What follows belongs to an exercise in optimizing a design on an open flow for small area, a short achievable clock period and few clock cycles; a production flow would make more cautious choices.
At most, simulation tests tie the RTL to the original design; equivalence was not proved.
Power and IR drop assume default switching activity.

P:
==> flow/design.v <==
`default_nettype none
package bsw_pkg;
  localparam int CFG_W     = 15;   
  localparam int CFG_IDX_W = 1;    
  localparam int COLOUR_W  = 17;   
  localparam int BYTE_W    = 8;
  localparam int PIXEL_W     = 3 * COLOUR_W;
  localparam int FILE_WORD_W = BYTE_W + 2;
  localparam int MAX_DIMENSION_DEFAULT = 16384;
endpackage
`default_nettype wire
`default_nettype none
module bmp24_stream_writer #(
  parameter int MAX_DIMENSION = bsw_pkg::MAX_DIMENSION_DEFAULT
) (
  input  wire logic                          clk,
  input  wire logic                          rst,
  input  wire logic                          cfg_write,
  input  wire logic [bsw_pkg::CFG_IDX_W-1:0] cfg_index,
  input  wire logic [bsw_pkg::CFG_W-1:0]     cfg_data,
  input  wire logic                          pixel_valid,
  output logic                               pixel_stall,
  input  wire logic [bsw_pkg::PIXEL_W-1:0]   pixel,
  output logic                               file_valid,
  input  wire logic                          file_stall,
  output logic [bsw_pkg::FILE_WORD_W-1:0]    file_word
);
  function automatic logic [14:0] clamp_dim(input logic [14:0] v);
    if (v[14] && (v[13:0] != '0)) clamp_dim = 15'h4000;
    else if (v == '0)             clamp_dim = 15'd1;
    else                          clamp_dim = v;
  endfunction
  function automatic logic [5:0] inc6(input logic [5:0] x);
    for (int i = 0; i < 6; i++) inc6[i] = x[i] ^ (&(x | ~((6'd1 << i) - 6'd1)));
  endfunction
  function automatic logic [8:0] to_ad(input logic [16:0] v);
    logic [7:0] a;
    logic [7:0] b;
    logic       ge;
    a   = v[15:8];
    b   = v[7:0];
    ge  = (a >= b);
    to_ad = {a | {8{v[16]}}, ge && (a != 8'd0) && !v[16]};
  endfunction
  function automatic logic [7:0] to_byte(input logic [16:0] v);
    logic [8:0] ad;
    logic [7:0] am1;
    ad = to_ad(v);
    for (int i = 0; i < 8; i++)
      am1[i] = v[8+i] ^ ((v[15:8] & ((8'd1 << i) - 8'd1)) == 8'd0);
    to_byte = ad[0] ? am1 : ad[8:1];
  endfunction
  function automatic logic [7:0] ad_byte(input logic [8:0] ad);
    for (int i = 0; i < 8; i++)
      ad_byte[i] = ad[i+1] ^ (ad[0] && ((ad[8:1] & ((8'd1 << i) - 8'd1)) == 8'd0));
  endfunction
  logic [14:0] w_q;
  logic [14:0] h_q;
  logic [14:0] cfg_clamped;
  assign cfg_clamped = clamp_dim(cfg_data);
  always_ff @(posedge clk) begin
    if (rst) begin
      w_q <= 15'd1;
      h_q <= 15'd1;
    end else if (cfg_write) begin
      if (cfg_index) h_q <= cfg_clamped;
      else           w_q <= cfg_clamped;
    end
  end
  logic [14:0] x;
  logic [15:0] y;
  logic        mborrow;
  logic [3:0]  mcnt;
  logic        rbit;
  logic        rborrow;
  logic [15:0] msum;
  logic        mdone;
  logic        madd;
  logic [14:0] wsel;
  logic        mstart;
  logic        hdr;        
  logic [15:0] add_a;
  logic [15:0] add_b;
  logic        w_one;
  logic        h_one;
  logic        c_initx;
  logic        c_inity;
  logic        c_col;
  logic        c_row;
  logic        col_last;
  logic        row_last;
  logic        hv;         
  logic        accept;
  logic        pend;       
  logic        clq;        
  logic        size_out;   
  logic [5:0] pos;
  logic       heoi;        
  logic       emit;
  assign rborrow = (~y[0] & y[2]) | (~(y[0] ^ y[2]) & mborrow);
  assign rbit    = y[1] ^ y[3] ^ rborrow;
  always_comb begin
    if (c_initx || (c_col && clq)) add_a = {1'b0, w_q};
    else if (c_inity)              add_a = {1'b0, h_q};
    else if (c_row)                add_a = y;
    else                           add_a = {1'b0, x};
  end
  assign add_b   = mdone ? 16'hFFFF : {1'b0, h_q & {15{madd}}};
  assign msum    = add_a + add_b;
  assign w_one    = (w_q == 15'd1);
  assign h_one    = (h_q == 15'd1);
  assign col_last = hdr ? w_one : (x == 15'd0);
  assign row_last = hdr ? h_one : (y == 16'd0);
  assign accept   = pixel_valid && !hv;
  assign mstart   = cfg_write || (pend && heoi);
  assign wsel     = (cfg_write && !cfg_index) ? cfg_clamped : w_q;
  assign size_out = emit && (pos == 6'd5) && !heoi;
  always_ff @(posedge clk) begin
    if (rst) begin
      x       <= 15'd0;
      y       <= {14'd14, 2'b00};
      mborrow <= 1'b0;
      mcnt    <= 4'd0;
      mdone   <= 1'b1;
      madd    <= 1'b0;
    end else if (mstart) begin
      x       <= 15'd13;
      y       <= {1'b0, wsel};
      mborrow <= 1'b0;
      mcnt    <= 4'd14;
      mdone   <= 1'b0;
      madd    <= wsel[0] ^ wsel[2];
    end else if (!mdone) begin
      x       <= msum[15:1];
      y       <= {msum[0], y[15:1]};
      mborrow <= rborrow;
      mcnt    <= mcnt - 4'd1;
      mdone   <= (mcnt == 4'd1);
      madd    <= rbit && (mcnt != 4'd1);
    end else if (c_initx || c_col) begin
      x       <= msum[14:0];
    end else if (c_inity || c_row) begin
      y       <= msum;
    end
  end
  always_ff @(posedge clk) begin
    if (rst) begin
      c_initx <= 1'b0;
      c_inity <= 1'b0;
      c_col   <= 1'b0;
      c_row   <= 1'b0;
    end else begin
      c_initx <= size_out;
      c_inity <= c_initx;
      c_col   <= c_inity || (pend && pos[5] && !heoi);
      c_row   <= c_col && clq;
    end
  end
  always_ff @(posedge clk) begin
    if (rst) begin
      hdr  <= 1'b1;
      pend <= 1'b0;
    end else begin
      pend <= accept;
      if (accept) hdr <= col_last && row_last;
    end
    if (accept) clq <= col_last;
  end
  logic [8:0] hb;
  logic [8:0] hg;
  logic [8:0] hr;
  logic [1:0] hpad;
  logic [8:0] cb;
  logic [8:0] psel;
  logic [7:0] pbyte;
  logic       adv;
  logic       is_last;
  logic [7:0] nbyte;
  logic       ov;
  logic [7:0] od;
  logic       ol;
  logic       oe;
  assign cb      = to_ad(pixel[16:0]);
  assign psel    = pos[1] ? (pos[0] ? hg : hb) : hr;
  assign pbyte   = ad_byte(psel);
  assign adv     = !ov || !file_stall;
  assign emit    = hv && adv && (mdone || pos != 6'd2);
  assign is_last = (pos[5:2] == 4'b1110) && (pos[1:0] == hpad);
  always_comb begin
    unique case (pos)
      6'd0:  nbyte = 8'h42;
      6'd1:  nbyte = 8'h4D;
      6'd2:  nbyte = heoi ? 8'h3A : {y[7:2], 2'b10};
      6'd3:  nbyte = heoi ? 8'h00 : y[15:8];
      6'd4:  nbyte = heoi ? 8'h00 : x[7:0];
      6'd5:  nbyte = heoi ? 8'h00 : {1'b0, x[14:8]};
      6'd10: nbyte = 8'd54;
      6'd14: nbyte = 8'd40;
      6'd18: nbyte = heoi ? 8'h01 : w_q[7:0];
      6'd19: nbyte = heoi ? 8'h00 : {1'b0, w_q[14:8]};
      6'd22: nbyte = heoi ? 8'h01 : h_q[7:0];
      6'd23: nbyte = heoi ? 8'h00 : {1'b0, h_q[14:8]};
      6'd26: nbyte = 8'd1;
      6'd28: nbyte = 8'd24;
      6'd54: nbyte = pbyte;
      6'd55: nbyte = pbyte;
      6'd56: nbyte = pbyte;
      default: nbyte = 8'h00;
    endcase
  end
  always_ff @(posedge clk) begin
    if (rst) begin
      hv <= 1'b0;
      ov <= 1'b0;
    end else if (accept) begin
      hv <= 1'b1;
      if (adv) ov <= 1'b1;
    end else if (emit) begin
      ov <= 1'b1;
      if (is_last) hv <= 1'b0;
    end else if (adv) begin
      ov <= 1'b0;
    end
  end
  always_ff @(posedge clk) begin
    if (accept) begin
      hb   <= cb;
      hg   <= to_ad(pixel[33:17]);
      hr   <= to_ad(pixel[50:34]);
      hpad <= col_last ? w_q[1:0] : 2'd0;
      heoi <= col_last && row_last;
      pos  <= hdr ? {5'd0, adv} : (adv ? 6'd55 : 6'd54);
    end else if (emit) begin
      pos  <= inc6(pos);
    end
  end
  always_ff @(posedge clk) begin
    if (accept) begin
      if (adv) begin
        od <= hdr ? 8'h42 : to_byte(pixel[16:0]);
        ol <= 1'b0;
        oe <= 1'b0;
      end
    end else if (emit) begin
      od <= nbyte;
      ol <= is_last;
      oe <= is_last && heoi;
    end
  end
  assign pixel_stall = hv;
  assign file_valid  = ov;
  assign file_word   = {od, ol, oe};
endmodule
`default_nettype wire
clock: 7.5 ns
lec_check: 0
cap_margin: 20
core_margin: 2
core_utilization: 40
cts_buf_list: sky130_fd_sc_hd__clkbuf_4 sky130_fd_sc_hd__clkbuf_8
cts_cluster_diameter: 100
cts_cluster_size: 40
setup_slack_margin: 4.5
slew_margin: 20
standard.sh (not shown) runs the stock make flow with config.mk's settings and CLKGATE_MAP_FILE= SYNTH_SCRIPT=/design/flow/synth_recipe.tcl, a recipe that flattens the netlist after the stock synthesis.
==> flow/flow/run.sh <==
#!/bin/bash
# The standard layout, with plain buffers (instead of the default delay
# buffers) on the ports. Each tool's output goes to a log in this folder.
set -euo pipefail
export BUFFER_PORTS_ARGS="-buffer_cell sky130_fd_sc_hd__buf_2"
bash standard.sh finish > make_finish.log 2>&1
Here is what was changed in the inputs of Q compared with P.
-- flow/design.v --
<<< P, line 42
    ge  = (a >= b);
    to_ad = {a | {8{v[16]}}, ge && (a != 8'd0) && !v[16]};
  endfunction
  function automatic logic [7:0] to_byte(input logic [16:0] v);
    logic [8:0] ad;
    logic [7:0] am1;
    ad = to_ad(v);
    for (int i = 0; i < 8; i++)
      am1[i] = v[8+i] ^ ((v[15:8] & ((8'd1 << i) - 8'd1)) == 8'd0);
    to_byte = ad[0] ? am1 : ad[8:1];
  endfunction
  function automatic logic [7:0] ad_byte(input logic [8:0] ad);
>>> Q, line 42
    ge  = (a >= b);
    to_ad = {a | {8{v[16]}}, ge && (a != 8'd0) && !v[16]};
  endfunction
  function automatic logic [7:0] ad_byte(input logic [8:0] ad);
<<< P, line 182
  logic       oe;
  assign cb      = to_ad(pixel[16:0]);
  assign psel    = pos[1] ? (pos[0] ? hg : hb) : hr;
  assign pbyte   = ad_byte(psel);
  assign adv     = !ov || !file_stall;
>>> Q, line 174
  logic       oe;
  assign cb      = to_ad(pixel[16:0]);
  assign psel    = accept ? cb : (pos[1] ? (pos[0] ? hg : hb) : hr);
  assign pbyte   = ad_byte(psel);
  assign adv     = !ov || !file_stall;
<<< P, line 238
    if (accept) begin
      if (adv) begin
        od <= hdr ? 8'h42 : to_byte(pixel[16:0]);
        ol <= 1'b0;
        oe <= 1'b0;
>>> Q, line 230
    if (accept) begin
      if (adv) begin
        od <= hdr ? 8'h42 : pbyte;
        ol <= 1'b0;
        oe <= 1'b0;
--- outcome ---
- Summary of the comparison: design area is lower in Q, relative to P.
- Comparing P with Q, the clock-pin slew on the worst setup and hold paths came out essentially unchanged.
- Average cell area after synthesis (Q vs. P) increases by a few percent
- Transition time at the pin with the least slew margin in Q is 0.015 ns below P.
- Side by side, total global-route track usage turned out lower in Q than in P.
Testbench counts of Q, summed over its fixed seeds: cycles 195,569.
For P, only the layout was checked, not whether the RTL still works.

========
bmp24_stream_writer, a different RTL version from the one above (not shown whole).
Size in the first run: about 930 cells after synthesis, roughly 84 I/O pins, ~0.0082 mm² of cells after synthesis.
## bmp24_stream_writer
module bmp24_stream_writer #(
  parameter int MAX_DIMENSION = bsw_pkg::MAX_DIMENSION_DEFAULT
) (
  input  wire logic                          clk,
  input  wire logic                          rst,
  input  wire logic                          cfg_write,
  input  wire logic [bsw_pkg::CFG_IDX_W-1:0] cfg_index,
  input  wire logic [bsw_pkg::CFG_W-1:0]     cfg_data,
  input  wire logic                          pixel_valid,
  output logic                               pixel_stall,
  input  wire logic [bsw_pkg::PIXEL_W-1:0]   pixel,
  output logic                               file_valid,
  input  wire logic                          file_stall,
  output logic [bsw_pkg::FILE_WORD_W-1:0]    file_word
);
export LEC_CHECK = 0
export CAP_MARGIN = 20
export CORE_MARGIN = 2
export CORE_UTILIZATION = 40
export SETUP_SLACK_MARGIN = 4.5
export SLEW_MARGIN = 20
create_clock -name core_clock -period 7.5 [get_ports {clk}]
run.sh (not shown) runs the stock make flow with config.mk's settings and CLKGATE_MAP_FILE= SYNTH_SCRIPT=/design/flow/synth_recipe.tcl, a recipe that flattens the netlist after the stock synthesis.
Stock flow here: none of the scripts above is used.
Change:
--- a/flow/design.v
+++ b/flow/design.v
@@ -113,17 +113,17 @@
   logic        hv;         
   logic        accept;
   logic        size_out;   
   logic [5:0] pos;
   logic       heoi;        
   logic       emit;
   assign rbit    = y[0] ^ y[2] ^ mborrow;
   assign rborrow = (~y[0] & y[2]) | (~(y[0] ^ y[2]) & mborrow);
-  assign msum    = {1'b0, x} + (rbit ? {1'b0, h_q} : 16'd0);
+  assign msum    = add16({1'b0, x}, rbit ? {1'b0, h_q} : 16'd0, 1'b0);
   assign mdone   = (mcnt == 4'd0);
   assign col_inc  = inc14(x[13:0]);
   assign row_inc  = inc14(y[13:0]);
   assign w_one    = (w_q == 15'd1);
   assign col_last = hdr ? w_one : (col_inc == w_q);
   assign row_last = hdr ? (h_q == 15'd1) : (row_inc == h_q);
   assign accept   = pixel_valid && !hv;
   assign mstart   = cfg_write || (accept && col_last && row_last);
The changed run produced a clean layout. Sequential power increases slightly. Design area decreases slightly. Setup slack gets worse by 1.8 ns. First-iteration DRC count increases by about a fifth. Critical path depth increases by 6. Via count decreases slightly. Clock skew stays flat. Routed wire length increases slightly. Cell count decreases by a few percent. Power increases by a few percent. Die area decreases by a few percent. Global-route usage increases by 0.23 points. Flip-flop and latch count is unchanged. Maximum frequency decreases by a quarter to a third.
Function was not checked in any run of this note: the RTL went through the layout flow alone.

## afterwards: timing with drivers on the ports
The results above use ideal ports. As a check the final layouts listed here were re-extracted and re-timed, cells and wires unchanged.
Step 1 (the two cells are an assumption about what drives the block):
set clk [get_ports {clk}]
set_driving_cell -lib_cell sky130_fd_sc_hd__clkbuf_16 $clk
set_driving_cell -lib_cell sky130_fd_sc_hd__buf_2 [delete_from_list [all_inputs] $clk]
Step 2 moves the port delays by t, midway between the first and last clock arrival at a register: inputs arrive t later, outputs are due t later. That takes back most of the time a late clock gives input paths.
Slacks: no drivers / after step 1 / after step 2; pairs: no drivers / after step 1.
run | t (ns) | setup WS [ns] | worst data-port slew with drivers (ns) | cell pins on the clock port's net
P | 0.489 | 4.385 / 4.364 / 3.874 | 0.06 | 1
Q | 0.504 | 4.410 / 4.412 / 3.908 | 0.04 | 1
the first run of note 2 | 0.462 | 3.327 / 3.327 / 2.939 | 0.06 | 1
the second run of note 2 | 0.464 | 1.561 / 1.561 / 1.561 | 0.04 | 1
After both steps every run listed still meets setup and hold. The setup slack of P, which loses most, moves by -0.021 ns with the drivers and by -0.511 ns with both steps.
